Context: an optimization exercise on an open-source flow, tuned for small area. The choices shown serve that exercise and are no tape-out recipe. The RTL was checked by simulation tests, not by an equivalence proof against the original design. Power figures rest on the tool's default switching activity, not on a simulated workload.

$ cat design/flow/flow/run.sh
#!/bin/bash
# The standard layout (standard.sh) with three changes:
#  - synthesis maps logic with an area-oriented ABC script and leaves
#    adders to ABC (flow/synth.tcl), without ORFS's Kogge-Stone adder map
#    (SYNTH_OPERATIONS_ARGS set to a flag the synthesis already uses);
#  - clock tree synthesis inserts no dummy loads and clusters up to 10 flops
#    under clkbuf_4 leaf buffers;
#  - the port buffers are plain buf_1 cells.
# make's full output goes to make.log, each step's log to orfs/logs/.
set -euo pipefail
export FLOW_SYNTH_TCL="$PWD/synth_recipe.tcl"
export AREA_ABC_SCRIPT="$PWD/flow/area.abc"
bash standard.sh finish \
	"SYNTH_SCRIPT=$PWD/flow/synth.tcl" \
	"SYNTH_OPERATIONS_ARGS=-noshare" \
	"CTS_ARGS=-sink_clustering_enable -repair_clock_nets -dont_use_dummy_load -sink_clustering_size 10 -sink_clustering_max_diameter 60 -buf_list sky130_fd_sc_hd__clkbuf_4" \
	"BUFFER_PORTS_ARGS=-inputs -outputs -buffer_cell sky130_fd_sc_hd__buf_1" \
	> make.log 2>&1
$ cat design/flow/flow/area.abc
strash
dc2
dc2
dch -f
amap -A 20 -F 4
topo
$ cat design/flow/flow/synth.tcl
# The standard synthesis script with two changes to the mapping of the
# logic between registers: ABC runs an area script (flow/area.abc) in place of
# ORFS's speed script, and adders are left to ABC instead of being extracted
# into full/half-adder cells first. Registers are mapped as in the standard
# synthesis, so they keep its names and cells.
proc abc {args} {
	set i [lsearch -exact $args -script]
	if {$i >= 0} {
		set args [lreplace $args [expr {$i + 1}] [expr {$i + 1}] $::env(AREA_ABC_SCRIPT)]
	}
	yosys abc {*}$args
}
proc extract_fa {args} {
	puts "extract_fa skipped: adders are mapped by ABC"
}
source $::env(FLOW_SYNTH_TCL)
$ cat design/flow/standard.sh
#!/bin/bash
# synth_recipe.tcl (not shown) runs the flow's synth.tcl, then flattens the netlist and writes it again
# the make line also repeats each setting of config.mk as NAME=value (left out here)
make -C /OpenROAD-flow-scripts/flow DESIGN_CONFIG=/design/flow/config.mk WORK_HOME=/design/flow/orfs CLKGATE_MAP_FILE= SYNTH_SCRIPT=/design/flow/synth_recipe.tcl "${@:-finish}"
$ cat design/flow/config.mk
export PLATFORM = sky130hd
export DESIGN_NAME = laser_log_top
export DESIGN_NICKNAME = laser_log_top
export VERILOG_FILES = /design/flow/design.v
export SDC_FILE = /design/flow/constraint.sdc
export NUM_CORES = 4
export LEC_CHECK = 0
export CAP_MARGIN = 20
export CORE_MARGIN = 2
export CORE_UTILIZATION = 65
export SLEW_MARGIN = 20
$ cat design/flow/constraint.sdc
create_clock -name core_clock -period 8.0 [get_ports {clk1}]
set_input_delay 1.6000 -clock core_clock [delete_from_list [all_inputs] [get_ports {clk1}]]
set_output_delay 1.6000 -clock core_clock [all_outputs]
set_load 0.01 [all_outputs]
$ cat design/flow/design.v
package laser_log_pkg;
	typedef struct packed {
		logic signed [16-1:0] adc0;
		logic signed [16-1:0] adc1;
	} adc_sample_t;
	typedef struct packed {
		logic                   wr;    
		logic [16-1:0] data;  
	} fifo_wr_t;
	typedef struct packed {
		logic [16-3-1:0] dropped;  
		logic [3-1:0]             din;
	} status_t;
	typedef struct packed {
		logic [16-1:0]  diff;    
		logic [16-1:0]  adc1;    
		logic [16-1:0]  adc0;    
		status_t                status;  
		logic [16-1:0] seq_hi;  
		logic [16-1:0] seq_lo;  
	} frame_fields_t;
	typedef union packed {
		logic [6-1:0][16-1:0] words;
		frame_fields_t                                 fields;
	} log_frame_u;
endpackage
`timescale 1ns/1ps
module ext_clk_conditioner (
	input  logic clk1,
	input  logic arst_n,
	input  logic ext_clk_pin,  
	output logic ext_tick      
);
	localparam int SYNC = 4;
	logic [SYNC-1:0] sync_q;  
	logic            fall_q;  
	always_ff @(posedge clk1 or negedge arst_n) begin
		if (!arst_n) begin
			sync_q   <= '0;
			fall_q   <= 1'b0;
			ext_tick <= 1'b0;
		end else begin
			sync_q   <= {sync_q[SYNC-2:0], ext_clk_pin};  
			fall_q   <= sync_q[SYNC-1] & ~sync_q[SYNC-2];  
			ext_tick <= fall_q;
		end
	end
endmodule
`timescale 1ns/1ps
module frame_logger #(
	parameter int DEPTH = 64  
) (
	input  logic                          clk1,
	input  logic                          arst_n,
	input  logic                          ext_tick,
	input  logic [3-1:0]         din,
	input  laser_log_pkg::adc_sample_t    adc,
	input  logic                          room,     
	output logic                          start,    
	output logic [3*16-1:0]      rec,      
	output logic [2:0]                    wleft     
);
	localparam int NWORDS = 6;
	localparam int DROP_W = 16 - 3;
	logic [3-1:0] din_q;    
	logic [DROP_W-1:0]     dropped;  
	logic [2:0]            wcnt;     
	logic                  busy;
	logic                  skip;
	assign busy  = (wcnt != 3'd0);
	assign start = ext_tick & ~busy & room;
	assign skip  = ext_tick & ~start;
	assign wleft = wcnt;
	assign rec   = {dropped, din_q, adc.adc0, adc.adc1};
	always_ff @(posedge clk1)
		din_q <= din;
	always_ff @(posedge clk1 or negedge arst_n) begin
		if (!arst_n) begin
			dropped <= '0;
			wcnt    <= '0;
		end else begin
			dropped <= dropped + DROP_W'(skip && dropped != '1);  
			if (start)
				wcnt <= 3'(NWORDS);
			else if (busy)
				wcnt <= wcnt - 1'b1;
		end
	end
endmodule
`timescale 1ns/1ps
module word_fifo #(
	parameter int DEPTH = 64
) (
	input  logic                       clk1,
	input  logic                       arst_n,
	input  logic                       start,   
	input  logic [3*16-1:0]   rec,
	input  logic [2:0]                 wleft,   
	input  logic                       pop,     
	output logic [16-1:0]     shown,   
	output logic                       empty,
	output logic                       room     
);
	localparam int W     = 16;
	localparam int RW    = 3 * W;
	logic [RW-1:0]    ring [3][3];
	logic [RW-1:0]    stage_q;   
	logic             stage_v;
	logic [RW-1:0]    head_q;    
	logic             head_v;
	logic [1:0]       phase;     
	logic [1:0]       w_cls, w_slot;  
	logic [1:0]       r_cls, r_slot;  
	logic             ring_full;  
	logic             ring_any;   
	logic [2:0]       rd_idx;    
	logic [2*W-1:0]   rd_seq;    
	logic [3:0]       live;      
	logic             pull;
	logic             last;      
	logic             want;      
	logic             take_st;   
	logic             take_rg;   
	logic             ins;       
	logic [RW-1:0]    tap;
	assign empty = (live == 4'd0) | ((live == 4'd1) & (4'(rd_idx) + 4'(wleft) == 4'd6));
	assign room  = (live <= 4'((DEPTH - 6) / 6)) |
	               ((live == 4'((DEPTH - 6) / 6 + 1)) & (rd_idx >= 3'(6 - (DEPTH - 6) % 6)));  
	assign pull  = pop & ~empty;
	assign last  = pull & (rd_idx == 3'd5);
	assign ring_any = ring_full | (w_cls != r_cls) | (w_slot != r_slot);
	assign want     = ~head_v;
	assign take_rg  = want & ring_any & (phase == r_slot);
	assign take_st  = want & ~ring_any & stage_v;
	assign ins      = stage_v & ~take_st & (~ring_full | take_rg) & (phase == w_slot);
	assign tap = ({RW{take_st}} & stage_q) |
	             ({RW{take_rg & (r_cls == 2'd0)}} & ring[0][0]) |
	             ({RW{take_rg & (r_cls == 2'd1)}} & ring[1][0]) |
	             ({RW{take_rg & (r_cls == 2'd2)}} & ring[2][0]);
	assign shown = ({W{rd_idx == 3'd1}} & rd_seq[W-1:0]) |
	               ({W{rd_idx == 3'd2}} & rd_seq[2*W-1:W]) |
	               ({W{rd_idx == 3'd3}} & head_q[3*W-1:2*W]) |
	               ({W{rd_idx == 3'd4}} & head_q[2*W-1:W]) |
	               ({W{rd_idx == 3'd5}} & head_q[W-1:0]) |
	               ({W{rd_idx == 3'd0}} & (head_q[2*W-1:W] - head_q[W-1:0]));
	always_ff @(posedge clk1) begin
		for (int r = 0; r < 3; r++) begin
			ring[r][0] <= ring[r][1];
			ring[r][1] <= ring[r][2];
			ring[r][2] <= (ins && w_cls == 2'(r)) ? stage_q : ring[r][0];
		end
		if (start)
			stage_q <= rec;
		if (take_st || take_rg)
			head_q <= tap;
	end
	always_ff @(posedge clk1 or negedge arst_n) begin
		if (!arst_n) begin
			phase   <= '0;
			stage_v <= 1'b0;
			head_v  <= 1'b0;
			w_cls   <= '0;
			w_slot  <= '0;
			r_cls   <= '0;
			r_slot  <= '0;
			ring_full <= 1'b0;
			rd_idx  <= '0;
			rd_seq  <= '0;
			live    <= '0;
		end else begin
			phase <= ((phase == 2'd2) ? 2'd0 : phase + 2'd1);
			if (start)
				stage_v <= 1'b1;
			else if (ins || take_st)
				stage_v <= 1'b0;
			if (ins || take_st) begin
				w_cls <= ((w_cls == 2'd2) ? 2'd0 : w_cls + 2'd1);
				if (w_cls == 2'd2)
					w_slot <= ((w_slot == 2'd2) ? 2'd0 : w_slot + 2'd1);
			end
			if (take_rg || take_st) begin
				r_cls <= ((r_cls == 2'd2) ? 2'd0 : r_cls + 2'd1);
				if (r_cls == 2'd2)
					r_slot <= ((r_slot == 2'd2) ? 2'd0 : r_slot + 2'd1);
			end
			if (take_rg || take_st)
				head_v <= 1'b1;
			else if (last)
				head_v <= 1'b0;
			if (take_rg && !ins)
				ring_full <= 1'b0;
			else if (ins && !take_rg)
				ring_full <= ({((w_cls == 2'd2) ? ((w_slot == 2'd2) ? 2'd0 : w_slot + 2'd1) : w_slot),
				               ((w_cls == 2'd2) ? 2'd0 : w_cls + 2'd1)} == {r_slot, r_cls});
			rd_seq <= rd_seq + (2*W)'(last);
			if (last)
				rd_idx <= '0;
			else
				rd_idx <= rd_idx + 3'(pull);
			live <= live + {{3{last & ~start}}, start ^ last};  
		end
	end
endmodule
`timescale 1ns/1ps
module host_pipe_port (
	input  logic                   clk1,
	input  logic                   arst_n,
	input  logic                   pipe_read,      
	input  logic [16-1:0] shown,          
	input  logic                   empty,
	output logic                   pop,
	output logic [16-1:0] pipe_data,
	output logic                   pipe_valid,     
	output logic                   pipe_empty,
	output logic                   pipe_underrun   
);
	assign pop        = pipe_read & ~empty;  
	assign pipe_empty = empty;
	assign pipe_data  = shown;  
	always_ff @(posedge clk1 or negedge arst_n) begin
		if (!arst_n) begin
			pipe_valid    <= 1'b0;
			pipe_underrun <= 1'b0;
		end else begin
			pipe_valid <= pop;  
			if (pipe_read && empty)
				pipe_underrun <= 1'b1;
		end
	end
endmodule
`timescale 1ns/1ps
module laser_log_top #(
	parameter int DEPTH = 64
) (
	input  logic                       clk1,
	input  logic                       arst_n,
	input  logic                       ext_clk_pin,
	input  logic [3-1:0]      din,
	input  logic [2*16-1:0]    adc,            
	input  logic                       pipe_read,
	output logic [16-1:0]     pipe_data,
	output logic                       pipe_valid,
	output logic                       pipe_empty,
	output logic                       pipe_underrun
);
	logic                       ext_tick;
	logic                       start;
	logic [3*16-1:0]   rec;
	logic [2:0]                 wleft;
	logic                       room;
	logic [16-1:0]     shown;
	logic                       empty;
	logic                       pop;
	laser_log_pkg::adc_sample_t adc_s;
	assign adc_s = adc;
	ext_clk_conditioner u_ext_clk (
		.clk1        (clk1),
		.arst_n      (arst_n),
		.ext_clk_pin (ext_clk_pin),
		.ext_tick    (ext_tick)
	);
	frame_logger #(.DEPTH(DEPTH)) u_logger (
		.clk1     (clk1),
		.arst_n   (arst_n),
		.ext_tick (ext_tick),
		.din      (din),
		.adc      (adc_s),
		.room     (room),
		.start    (start),
		.rec      (rec),
		.wleft    (wleft)
	);
	word_fifo #(.DEPTH(DEPTH)) u_fifo (
		.clk1   (clk1),
		.arst_n (arst_n),
		.start  (start),
		.rec    (rec),
		.wleft  (wleft),
		.pop    (pop),
		.shown  (shown),
		.empty  (empty),
		.room   (room)
	);
	host_pipe_port u_pipe (
		.clk1          (clk1),
		.arst_n        (arst_n),
		.pipe_read     (pipe_read),
		.shown         (shown),
		.empty         (empty),
		.pop           (pop),
		.pipe_data     (pipe_data),
		.pipe_valid    (pipe_valid),
		.pipe_empty    (pipe_empty),
		.pipe_underrun (pipe_underrun)
	);
endmodule
==> results.py, run 1 <==
metrics = {
    "run_status": {
        "status": "finished clean",
    },
    "die": {
        "row_count": 60,
        "initial_core_util_pct": 66.0,
        "die_y_um": 169,
        "die_width_um": 169,
        "io-pin-count": 58,
        "die_area_sq_mm": 0.0286,
        "core_sq_mm": 0.0269,
    },
    "sta": {
        "finalCritPeriodShare_pct": 85.4,
        "finalSetupTns_ns": 0,
        "rsz0062_at_grt": "no",
        "clock_skew_ns": 0.0502,
        "drv_slew": 0,
        "min_period_ns": 6.84,
        "finalSetupViolations": 0,
        "fmax_ghz": 0.146,
        "hold_ws_ns": 0.294,
        "slew_headroom_pct": 38.2,
        "worst_slew_pin_slew_ns": 0.917,
        "hold_viol_final": 0,
    },
    "detailed_routing": {
        "vias": 10900,
        "antenna_left": 0,
        "avgRoutedWirePerCell_um": 20.7,
        "vias_per_cell": 6.05,
        "route.final.wire_length_um": 37300,
        "dr_wl_met2_um": 16600,
        "dr_wl_met3_um": 2320,
        "firstDrtPassIters": 6,
        "drc_errors": 0,
        "top_layer": "met4",
        "drt-met1-wl_um": 17100,
        "drtIter0Drc": 1115,
    },
    "synthesis": {
        "syn_area_sq_mm": 0.0177,
        "syn_area_per_cell_sq_um": 13.5,
        "yosys.area_share.simple_pct": 5.99,
        "synth_xor_area_share_pct": 0,
        "ys_warn_count": 5,
        "synthCells": 1311,
        "synth_mux_area_share_pct": 0,
        "ys_types": 32,
        "yosysSeqAreaShare_pct": 76.1,
        "synth_fp_nets": 1350,
        "synth_compound_area_share_pct": 16.2,
        "synth_top_family_by_area": "compound AO/OA/AOI/OAI gates",
        "synth_adder_area_share_pct": 0,
        "synth-seq-cells": 607,
    },
    "critical_path": {
        "crit_required_ns": 6.40,
        "regToRegStartpoint": "u_fifo.rd_idx[1]$_DFF_PN0_",
        "setup.worst_path.end_class": "output port",
        "cpMostUsedCell": "o21ai_0",
        "crit_slowest_cell": "o311ai_0",
        "reg2reg_slack_ns": 1.50,
        "slowest_delay_ns": 0.50,
        "ff2ff_path_depth": 38,
        "criticalPathCategory": "register to output port",
        "cp_data_arrival_time_ns": 5.24,
        "r2r_end": "u_fifo.rd_seq[31]$_DFF_PN0_",
        "start_kind": "register",
        "cp_max_fo": 3,
    },
    "power_and_ir_drop": {
        "seq_power_share_pct": 63.6,
        "power_switching_uw": 2150,
        "peakVddDrop_uv": 253,
        "p_int_uw": 5140,
        "swShare_pct": 29.5,
        "powerDensity_mw_per_mm2": 381,
        "p_leak_uw": 0.00750,
        "p_clk_share_pct": 17.5,
        "combPwrFrac_pct": 18.9,
    },
    "global_route": {
        "grt_pass1_vias": 10700,
        "antenna_found_initial": 1,
        "grt_pass1_wl_um": 58100,
        "overflow": 0,
        "grt.total_usage_pct": 26.5,
        "grt_max_degree": 77,
    },
    "min_path": {
        "min_to": "u_fifo.ring[4][10]$_DFF_P_",
        "min_from": "u_fifo.ring[5][10]$_DFF_P_",
        "hold_path_class": "register to register",
        "hold_depth": 0,
    },
    "run": {
        "cap_viol_max_count": 0,
    },
    "cts": {
        "clkSinkCount": 607,
        "clk_pin_slew_ns": 0.11,
        "cts_hold_buf": 0,
        "cts_resized": 0,
        "post_cts_buffers": 0,
        "numCtsBuffers": 70,
        "htreeDepth": 3,
        "cts_tree": "done",
        "clock_latency_ns": 0.70,
        "cts_root_buf": "clkbuf_4",
        "cts_buffer_depth": 3,
    },
    "final_layout": {
        "final_common_cell": "dfxtp_1",
        "drive_gt1_share_pct": 7.39,
        "final_nets": 1502,
        "syn_to_final_growth_pct": 7.95,
        "final_cell_mix": "dfxtp_1 (435), o22a_1 (144), nand2_1 (124)",
    },
    "placed_design": {
        "gp_congestion": 0.865,
        "dpl.hpwl_um": 22100,
        "port_buffers": 57,
    },
}
-- worst max-delay path: cells and delay by family (launching register included) --
family	cells	cell delay [ns]
AO/OA/AOI/OAI	17	2.46
AND/OR/NAND/NOR	15	1.40
flip-flops	1	0.41
buffers and inverters	2	0.29
-- logic make-up after synthesis --
family                 count (synthesis)
AOI/OAI and AO/OA                    364
buffers and inverters                 80
DFF                                  607
and+or+nand+nor                      260
-- cell type report --
class,instances,area (sq um)
Timing Repair Buffer,80,403
Clock buffer,70,526
Tap cell,341,427
Sequential cell,607,13500
Fill cell,1912,7730
Antenna cell,1,2.50
Inverter,80,303
Multi-Input combinational cell,624,3990
-- synthesized netlist by cell type --
master / number / area (sq um)
nor4_1: 1 / 6.26
nand4_1: 2 / 12.5
a222oi_1: 64 / 641
o21bai_1: 1 / 7.51
a221oi_1: 1 / 8.76
edfxtp_1: 96 / 2880
a22oi_1: 21 / 158
o221ai_1: 2 / 17.5
nor4b_1: 1 / 8.76
nor3_1: 12 / 60.1
nor3b_1: 1 / 7.51
o211ai_1: 14 / 105
a211oi_1: 1 / 7.51
dfrtp_1: 76 / 1900
o2111a_1: 1 / 11.3
nor2_1: 96 / 360
nand3_1: 2 / 10.0
o2111ai_1: 4 / 35.0
clkinv_1: 80 / 300
o41a_1: 1 / 11.3
o21a_1: 10 / 75.1
and3_1: 9 / 56.3
and2_0: 11 / 68.8
o32ai_1: 5 / 43.8
o22a_1: 144 / 1260
nand2_1: 124 / 465
dfxtp_1: 435 / 8710
nor2b_1: 1 / 6.26
a21oi_1: 40 / 200
o22ai_1: 11 / 68.8
o311ai_0: 2 / 17.5
o21ai_0: 42 / 210
-- how the worst max path moves through the flow --
stage | slack, ns | to | from | depth (start not counted)
after floorplan | 1.41 | u_fifo.ring[5][0]$_DFF_P_ | u_fifo.r_cls[0]$_DFFE_PN0N_ | 10
after global placement | 1.53 | u_fifo.rd_seq[31]$_DFF_PN0_ | pipe_read | 32
after detailed placement | 1.33 | u_fifo.rd_seq[31]$_DFF_PN0_ | pipe_read | 32
after CTS | 1.24 | pipe_data[15] | u_fifo.head_q[17]$_DFFE_PN_ | 34
after global routing | 0.47 | pipe_data[15] | u_fifo.head_q[17]$_DFFE_PN_ | 34
final | 1.16 | pipe_data[15] | u_fifo.head_q[17]$_DFFE_PN_ | 34
-- routing by layer --
metal | vias up | global-route usage [%]
met5 | - | 0
met4 | 0 | 10.6
met3 | 89 | 4.52
met2 | 393 | 41.0
met1 | 5264 | 38.0
li1 | 5155 | -
-- per-stage QoR --
step                cell area (sq um)  std cells  power [uW]  util [%]  setup WS, ns
detailed placement              18600       1731        6050      69.2          1.33
global placement                18600       1731        5980      69.2          1.53
CTS                             19100       1801        7320      71.1          1.24
floorplan                       17700       1311        5460         -          1.41
global route                    19100       1803        7690      71.2         0.468
finish                          19100       1803        7290      71.2          1.16
-- power groups by stage --
| stage | Clock, uW | Sequential (uW) | Combinational, uW |
|---|---|---|---|
| after global placement | 0 | 4640 | 1340 |
| after global routing | 1430 | 4730 | 1520 |
| after CTS | 1310 | 4630 | 1380 |
| after detailed placement | 0 | 4690 | 1360 |
| final | 1270 | 4630 | 1380 |
| after floorplan | 0 | 4510 | 952 |
-- flip-flops by register name, indices dropped and copies added (netlist names), 2 cells and up --
signal            cells
u_fifo.ring         432
u_fifo.head_q        48
u_fifo.stage_q       48
u_fifo.rd_seq        32
u_logger.dropped     13
u_ext_clk.sync_q      4
u_fifo.live           4
u_fifo.rd_idx         3
u_logger.din_q        3
u_logger.wcnt         3
u_fifo.phase          2
u_fifo.r_cls          2
u_fifo.r_slot         2
u_fifo.w_cls          2
u_fifo.w_slot         2
==> run 2, diff against run 1 <==
--- a/design/flow/config.mk
+++ b/design/flow/config.mk
@@ -7,5 +7,5 @@
 export LEC_CHECK = 0
-export CAP_MARGIN = 20
+export CAP_MARGIN = 0
 export CORE_MARGIN = 2
 export CORE_UTILIZATION = 65
-export SLEW_MARGIN = 20
+export SLEW_MARGIN = 0
==> run 2 against run 1 <==
Largest cell class unchanged. Maximum frequency decreased by 0.54%. Total power about the same. Sequential power about the same. Synthesized area unchanged. Wire length decreased by 1.2%. Sequential cell count unchanged. Setup slack got worse by 0.037 ns. Final area decreased by 0.12%. Global-route usage decreased by 0.36 points.
==> results.py, run 2 <==
metrics = {
    "synthesis": {
        "synth_most_common_cell": "dfxtp_1",
        "yosys_most_used_dff": "dfxtp_1",
        "syn_area_sq_mm": 0.0177,
        "synth_adder_area_share_pct": 0,
        "yosysSeqAreaShare_pct": 76.1,
        "synth_top_family_by_area": "compound AO/OA/AOI/OAI gates",
        "synth_fp_nets": 1350,
        "synthArstFlopShare_pct": 12.5,
        "synth_xor_area_share_pct": 0,
        "synth_common_cells": "dfxtp_1 (435), o22a_1 (144), nand2_1 (124)",
        "synthCells": 1311,
        "ys_warn_count": 5,
        "synth_compound_area_share_pct": 16.2,
        "synth-seq-cells": 607,
        "synth_mux_area_share_pct": 0,
        "ys_types": 32,
        "yosysTopAreaCell": "dfxtp_1",
        "synth_edf_count": 96,
        "synth_top_area_share_pct": 49.1,
        "syn_area_per_cell_sq_um": 13.5,
        "yosys.area_share.simple_pct": 5.99,
        "ys_top_cells_by_area": "dfxtp_1 (49%), edfxtp_1 (16%), dfrtp_1 (11%), o22a_1 (7.1%), a222oi_1 (3.6%)",
    },
    "detailed_routing": {
        "antenna_left": 0,
        "avgRoutedWirePerCell_um": 20.5,
        "vias": 10900,
        "vias_per_cell": 6.07,
        "route.final.wire_length_um": 36900,
        "drc_errors": 0,
        "drtIter0Drc": 1224,
        "firstDrtPassIters": 7,
    },
    "sta": {
        "min_period_ns": 6.87,
        "finalCritPeriodShare_pct": 85.9,
        "hold_viol_final": 0,
        "slew_headroom_pct": 19.2,
        "rsz0062_at_grt": "no",
        "fmax_ghz": 0.146,
        "worst_slew_pin_slew_ns": 1.21,
        "clock_skew_ns": 0.0741,
        "finalSetupTns_ns": 0,
        "finalSetupViolations": 0,
        "drv_slew": 0,
    },
    "placed_design": {
        "gp_congestion": 0.865,
        "port_buffers": 57,
        "placed_area_sq_mm": 0.0186,
        "dpl.hpwl_um": 21900,
    },
    "global_route": {
        "grt_max_degree": 77,
        "grt_pass1_vias": 10700,
        "overflow": 0,
        "grt_pass1_wl_um": 57400,
        "grt.total_usage_pct": 26.2,
        "antenna_found_initial": 1,
    },
    "cts": {
        "cts_buffer_depth": 3,
        "htreeDepth": 3,
        "clock_latency_ns": 0.73,
        "cts_resized": 0,
        "clkSinkCount": 607,
        "cts_tree": "done",
        "clk_pin_slew_ns": 0.11,
        "cts_hold_buf": 0,
        "post_cts_buffers": 0,
        "numCtsBuffers": 70,
        "cts_root_buf": "clkbuf_4",
    },
    "final_layout": {
        "final_nets": 1501,
        "final_area_sq_mm": 0.0191,
        "syn_to_final_growth_pct": 7.82,
        "drive_gt1_share_pct": 7.33,
        "nFillCells": 1907,
        "top_regs": "u_fifo.ring: 432 flops, u_fifo.head_q: 48 flops, u_fifo.stage_q: 48 flops",
        "final_common_cell": "dfxtp_1",
        "regMostFlops": "u_fifo.ring",
        "largest_reg_flops": 432,
        "final_cell_mix": "dfxtp_1 (435), o22a_1 (144), nand2_1 (124)",
    },
    "critical_path": {
        "crit_slowest_cell": "o311ai_0",
        "criticalPathCategory": "register to output port",
        "slowest_delay_ns": 0.54,
        "crit_required_ns": 6.40,
        "setup.worst_path.end_class": "output port",
        "cpMostUsedCell": "o21ai_0",
        "cp_max_fo": 3,
        "cp_data_arrival_time_ns": 5.27,
        "start_kind": "register",
    },
    "die": {
        "die_area_sq_mm": 0.0286,
        "die_y_um": 169,
        "core_sq_mm": 0.0269,
        "die_width_um": 169,
        "io-pin-count": 58,
        "row_count": 60,
        "initial_core_util_pct": 66.0,
    },
    "power_and_ir_drop": {
        "p_total_uw": 7280,
        "powerDensity_mw_per_mm2": 381,
        "p_leak_uw": 0.00749,
        "peakVddDrop_uv": 221,
    },
    "min_path": {
        "hold_path_class": "register to register",
    },
    "run_status": {
        "status": "finished clean",
    },
    "run": {
        "cap_viol_max_count": 0,
    },
}
run 2: cell counts after synthesis:
Identical to the previous run, type by type.
run 2: final timing paths:
path / start / endpoint / slack [ns] / cells past startpoint
max in group asynchronous: arst_n / u_logger.dropped[6]$_DFF_PN0_ / 6.17 / 1
hold reg to reg: u_fifo.ring[8][3]$_DFF_P_ / u_fifo.ring[7][3]$_DFF_P_ / 0.27 / 0
min in group asynchronous: arst_n / u_fifo.live[0]$_DFF_PN0_ / 1.11 / 1
setup reg to reg: u_fifo.rd_idx[1]$_DFF_PN0_ / u_fifo.rd_seq[31]$_DFF_PN0_ / 1.46 / 38
setup / recovery: u_fifo.head_q[17]$_DFFE_PN_ / pipe_data[15] / 1.13 / 34
hold / removal: u_fifo.ring[8][3]$_DFF_P_ / u_fifo.ring[7][3]$_DFF_P_ / 0.27 / 0
run 2: cell families after synthesis:
logic type / Yosys count
buf+inv: 80
flops: 607
simple gates: 260
compound gates: 364
run 2: worst max-delay path, delay by kind of cell, from the launching register on:
| kind | cells | cell delay, ns |
|---|---|---|
| AO/OA/AOI/OAI | 17 | 2.52 |
| AND/OR/NAND/NOR | 15 | 1.39 |
| flip-flops | 1 | 0.40 |
| buffers and inverters | 2 | 0.29 |
run 2: layer usage:
layer	global-route usage, %	wire, um
met1	37.0	16600
met2	40.5	16600
met3	5.27	2720
met4	10.0	1010
met5	0	0
run 2: final cells by class:
type | instances | area, sq um | area share, %
inverters | 80 | 300 | 1.57
multi-input cells | 624 | 3990 | 20.9
flip-flops and latches | 607 | 13500 | 70.6
well taps | 341 | 427 | 2.23
repair buffers | 79 | 383 | 2.00
diodes | 1 | 2.50 | 0.0131
clock buffers | 70 | 526 | 2.75
run 2: through the flow:
| stage | std cells | hold WS, ns | util (%) | setup WS (ns) |
|---|---|---|---|---|
| after floorplan | 1311 | 0.310 | - | 1.41 |
| after global placement | 1731 | 0.310 | 69.2 | 1.53 |
| after detailed placement | 1731 | 0.312 | 69.2 | 1.31 |
| after CTS | 1801 | 0.263 | 71.1 | 1.26 |
| after global routing | 1802 | 0.267 | 71.1 | 0.532 |
| final | 1802 | 0.271 | 71.1 | 1.13 |
run 2: report_power, final:
| group | internal, uW | switching [uW] | leakage, uW | total, uW |
|---|---|---|---|---|
| logic | 573 | 802 | 0.00172 | 1370 |
| clock network | 406 | 867 | 0.000322 | 1270 |
| registers | 4160 | 478 | 0.00545 | 4630 |
| total | 5140 | 2150 | 0.00749 | 7280 |
==> run 3, diff against run 2 <==
--- a/design/flow/config.mk
+++ b/design/flow/config.mk
@@ -7,5 +7,5 @@
 export LEC_CHECK = 0
-export CAP_MARGIN = 0
+export CAP_MARGIN = 10
 export CORE_MARGIN = 2
 export CORE_UTILIZATION = 65
-export SLEW_MARGIN = 0
+export SLEW_MARGIN = 10
==> run 3 against run 2 <==
First-iteration DRC count did not move. Wire length did not move. Synthesized cell count did not move. Final cell count did not move. Still clean on timing, DRC and antenna. Largest power group unchanged. Register-to-register slack barely moved. Maximum frequency did not move. Final area did not move. Die area did not move. Setup slack did not move. Synthesized area did not move.
==> results.py, run 3 <==
metrics = {
    "run_status": {
        "status": "finished clean",
    },
    "detailed_routing": {
        "drc_errors": 0,
        "route.final.wire_length_um": 36900,
        "avgRoutedWirePerCell_um": 20.5,
        "drtIter0Drc": 1224,
        "firstDrtPassIters": 7,
        "antenna_left": 0,
        "vias_per_cell": 6.07,
        "vias": 10900,
    },
    "global_route": {
        "antenna_found_initial": 1,
        "grt.total_usage_pct": 26.2,
        "grt_pass1_wl_um": 57400,
        "use_met2_pct": 40.5,
        "grt.busiest_layer": "met2",
        "overflow": 0,
        "use_met1_pct": 37.0,
        "grt_max_degree": 77,
        "grtUsageMet3_pct": 5.27,
        "grt_pass1_vias": 10700,
    },
    "final_layout": {
        "final_nets": 1501,
        "drive_gt1_share_pct": 7.33,
        "fin_cells": 1802,
        "final_cell_mix": "dfxtp_1 (435), o22a_1 (144), nand2_1 (124)",
        "regMostFlops": "u_fifo.ring",
        "final_common_cell": "dfxtp_1",
        "syn_to_final_growth_pct": 7.82,
        "top_regs": "u_fifo.ring: 432 flops, u_fifo.head_q: 48 flops, u_fifo.stage_q: 48 flops",
        "largest_reg_flops": 432,
    },
    "synthesis": {
        "synth_edf_count": 96,
        "syn_area_per_cell_sq_um": 13.5,
        "synth_most_common_cell": "dfxtp_1",
        "ys_types": 32,
        "ys_warn_count": 5,
        "yosys_most_used_dff": "dfxtp_1",
        "synth_common_cells": "dfxtp_1 (435), o22a_1 (144), nand2_1 (124)",
        "synth_top_area_share_pct": 49.1,
        "yosysSeqAreaShare_pct": 76.1,
        "synth_fp_nets": 1350,
        "syn_area_sq_mm": 0.0177,
        "synthCells": 1311,
        "synth-seq-cells": 607,
        "yosysTopAreaCell": "dfxtp_1",
        "synthArstFlopShare_pct": 12.5,
        "ys_top_cells_by_area": "dfxtp_1 (49%), edfxtp_1 (16%), dfrtp_1 (11%), o22a_1 (7.1%), a222oi_1 (3.6%)",
    },
    "cts": {
        "post_cts_buffers": 0,
        "cts_resized": 0,
        "numCtsBuffers": 70,
        "cts_root_buf": "clkbuf_4",
        "htreeDepth": 3,
        "cts_tree": "done",
        "clock_latency_ns": 0.73,
        "cts_hold_buf": 0,
        "cts_buffer_depth": 3,
        "clk_pin_slew_ns": 0.11,
        "clkSinkCount": 607,
    },
    "power_and_ir_drop": {
        "peakVddDrop_uv": 221,
        "seq_power_share_pct": 63.6,
        "powerDensity_mw_per_mm2": 381,
        "p_int_uw": 5140,
        "power_switching_uw": 2150,
        "swShare_pct": 29.5,
        "p_leak_uw": 0.00749,
        "p_clk_share_pct": 17.5,
        "combPwrFrac_pct": 18.9,
    },
    "die": {
        "row_count": 60,
        "die_area_sq_mm": 0.0286,
        "initial_core_util_pct": 66.0,
        "io-pin-count": 58,
        "die_y_um": 169,
        "die_width_um": 169,
        "core_sq_mm": 0.0269,
    },
    "sta": {
        "finalSetupTns_ns": 0,
        "drv_slew": 0,
        "finalCritPeriodShare_pct": 85.9,
        "rsz0062_at_grt": "no",
        "finalSetupViolations": 0,
        "hold_viol_final": 0,
        "worst_slew_pin_slew_ns": 1.21,
        "fmax_ghz": 0.146,
        "clock_skew_ns": 0.0741,
        "post-route-worst-setup-slack_ns": 1.13,
        "min_period_ns": 6.87,
        "slew_headroom_pct": 19.2,
    },
    "critical_path": {
        "setup.worst_path.end_class": "output port",
        "criticalPathCategory": "register to output port",
        "crit_slowest_cell": "o311ai_0",
        "crit_required_ns": 6.40,
        "slowest_delay_ns": 0.54,
        "reg2reg_slack_ns": 1.46,
        "cp_data_arrival_time_ns": 5.27,
        "start_kind": "register",
        "cp_max_fo": 3,
        "cpMostUsedCell": "o21ai_0",
    },
    "run": {
        "cap_viol_max_count": 0,
    },
    "min_path": {
        "hold_path_class": "register to register",
    },
    "placed_design": {
        "dpl.hpwl_um": 21900,
        "port_buffers": 57,
        "dp_slack_ns": 1.31,
        "dp.cells": 1731,
        "gp_congestion": 0.865,
    },
}
run 3: cell counts after synthesis:
Identical to the previous run, type by type.
run 3: power groups by stage:
stage / Sequential (uW) / Clock (uW) / Combinational [uW]
floorplan: 4510 / 0 / 952
global placement: 4640 / 0 / 1340
detailed placement: 4690 / 0 / 1360
CTS: 4630 / 1320 / 1370
global route: 4730 / 1440 / 1510
finish: 4630 / 1270 / 1370
run 3: cell families (layout without fill, tap and decap cells):
kind of cell | Yosys count | count (layout) | share of synthesized area (%)
other cells | 0 | 1 | 0
compound gates | 364 | 364 | 16.2
flops | 607 | 607 | 76.1
buf+inv | 80 | 229 | 1.69
simple gates | 260 | 260 | 5.99
run 3: worst max-delay path, delay by kind of cell, from the launching register on:
family          cells  cell delay (ns)
simple gates       15             1.39
compound gates     17             2.52
flops               1             0.40
buf+inv             2             0.29
run 3: final timing paths:
check | start | end | depth (start not counted)
max reg2reg | u_fifo.rd_idx[1]$_DFF_PN0_ | u_fifo.rd_seq[31]$_DFF_PN0_ | 38
max | u_fifo.head_q[17]$_DFFE_PN_ | pipe_data[15] | 34
min | u_fifo.ring[8][3]$_DFF_P_ | u_fifo.ring[7][3]$_DFF_P_ | 0
min reg2reg | u_fifo.ring[8][3]$_DFF_P_ | u_fifo.ring[7][3]$_DFF_P_ | 0
max in group asynchronous | arst_n | u_logger.dropped[6]$_DFF_PN0_ | 1
min in group asynchronous | arst_n | u_fifo.live[0]$_DFF_PN0_ | 1
run 3: per-stage QoR:
step | instance area [sq um] | utilization [%] | power [uW] | hold slack, ns
after floorplan | 17700 | - | 5460 | 0.310
after global placement | 18600 | 69.2 | 5980 | 0.310
after detailed placement | 18600 | 69.2 | 6050 | 0.312
after CTS | 19100 | 71.1 | 7320 | 0.263
after global routing | 19100 | 71.1 | 7680 | 0.267
final | 19100 | 71.1 | 7280 | 0.271
run 3: per-layer routing:
layer / up-vias / wire (um)
met4: 0 / 1010
li1: 5154 / -
met1: 5294 / 16600
met3: 70 / 2720
met5: - / 0
met2: 425 / 16600
run 3: cell type report:
class	instances	area [sq um]
multi-input combinational	624	3990
tap	341	427
inverter	80	300
timing repair buffer	79	383
fill	1907	7750
clock buffer	70	526
antenna	1	2.50
sequential	607	13500

-- afterwards: timing with drivers on the ports --
The flow's constraints put no driver on any port. The routed layouts listed below were extracted and timed again, unchanged, in two steps. Step 1, drivers: a clkbuf_16 drives clk1 and a buf_2 each remaining input, both assumed. Step 2 moves the port delays by t, midway between the first and last clock arrival at a register: inputs arrive t later, outputs are due t later. That takes back most of the time a late clock gives input paths. a / b / c = ideal ports / drivers / drivers and shift; a / b = the first two.
run | t, ns | setup WS [ns] | hold slack, ns | cell pins on the clock port's net
run 1 | 0.718 | 1.165 / 1.116 / 1.295 | 0.294 / 0.294 / 0.294 | 1
run 2 | 0.736 | 1.127 / 1.079 / 1.208 | 0.271 / 0.271 / 0.271 | 1
run 3 | 0.736 | 1.127 / 1.079 / 1.208 | 0.271 / 0.271 / 0.271 | 1
After both steps setup and hold are still met in every run listed.
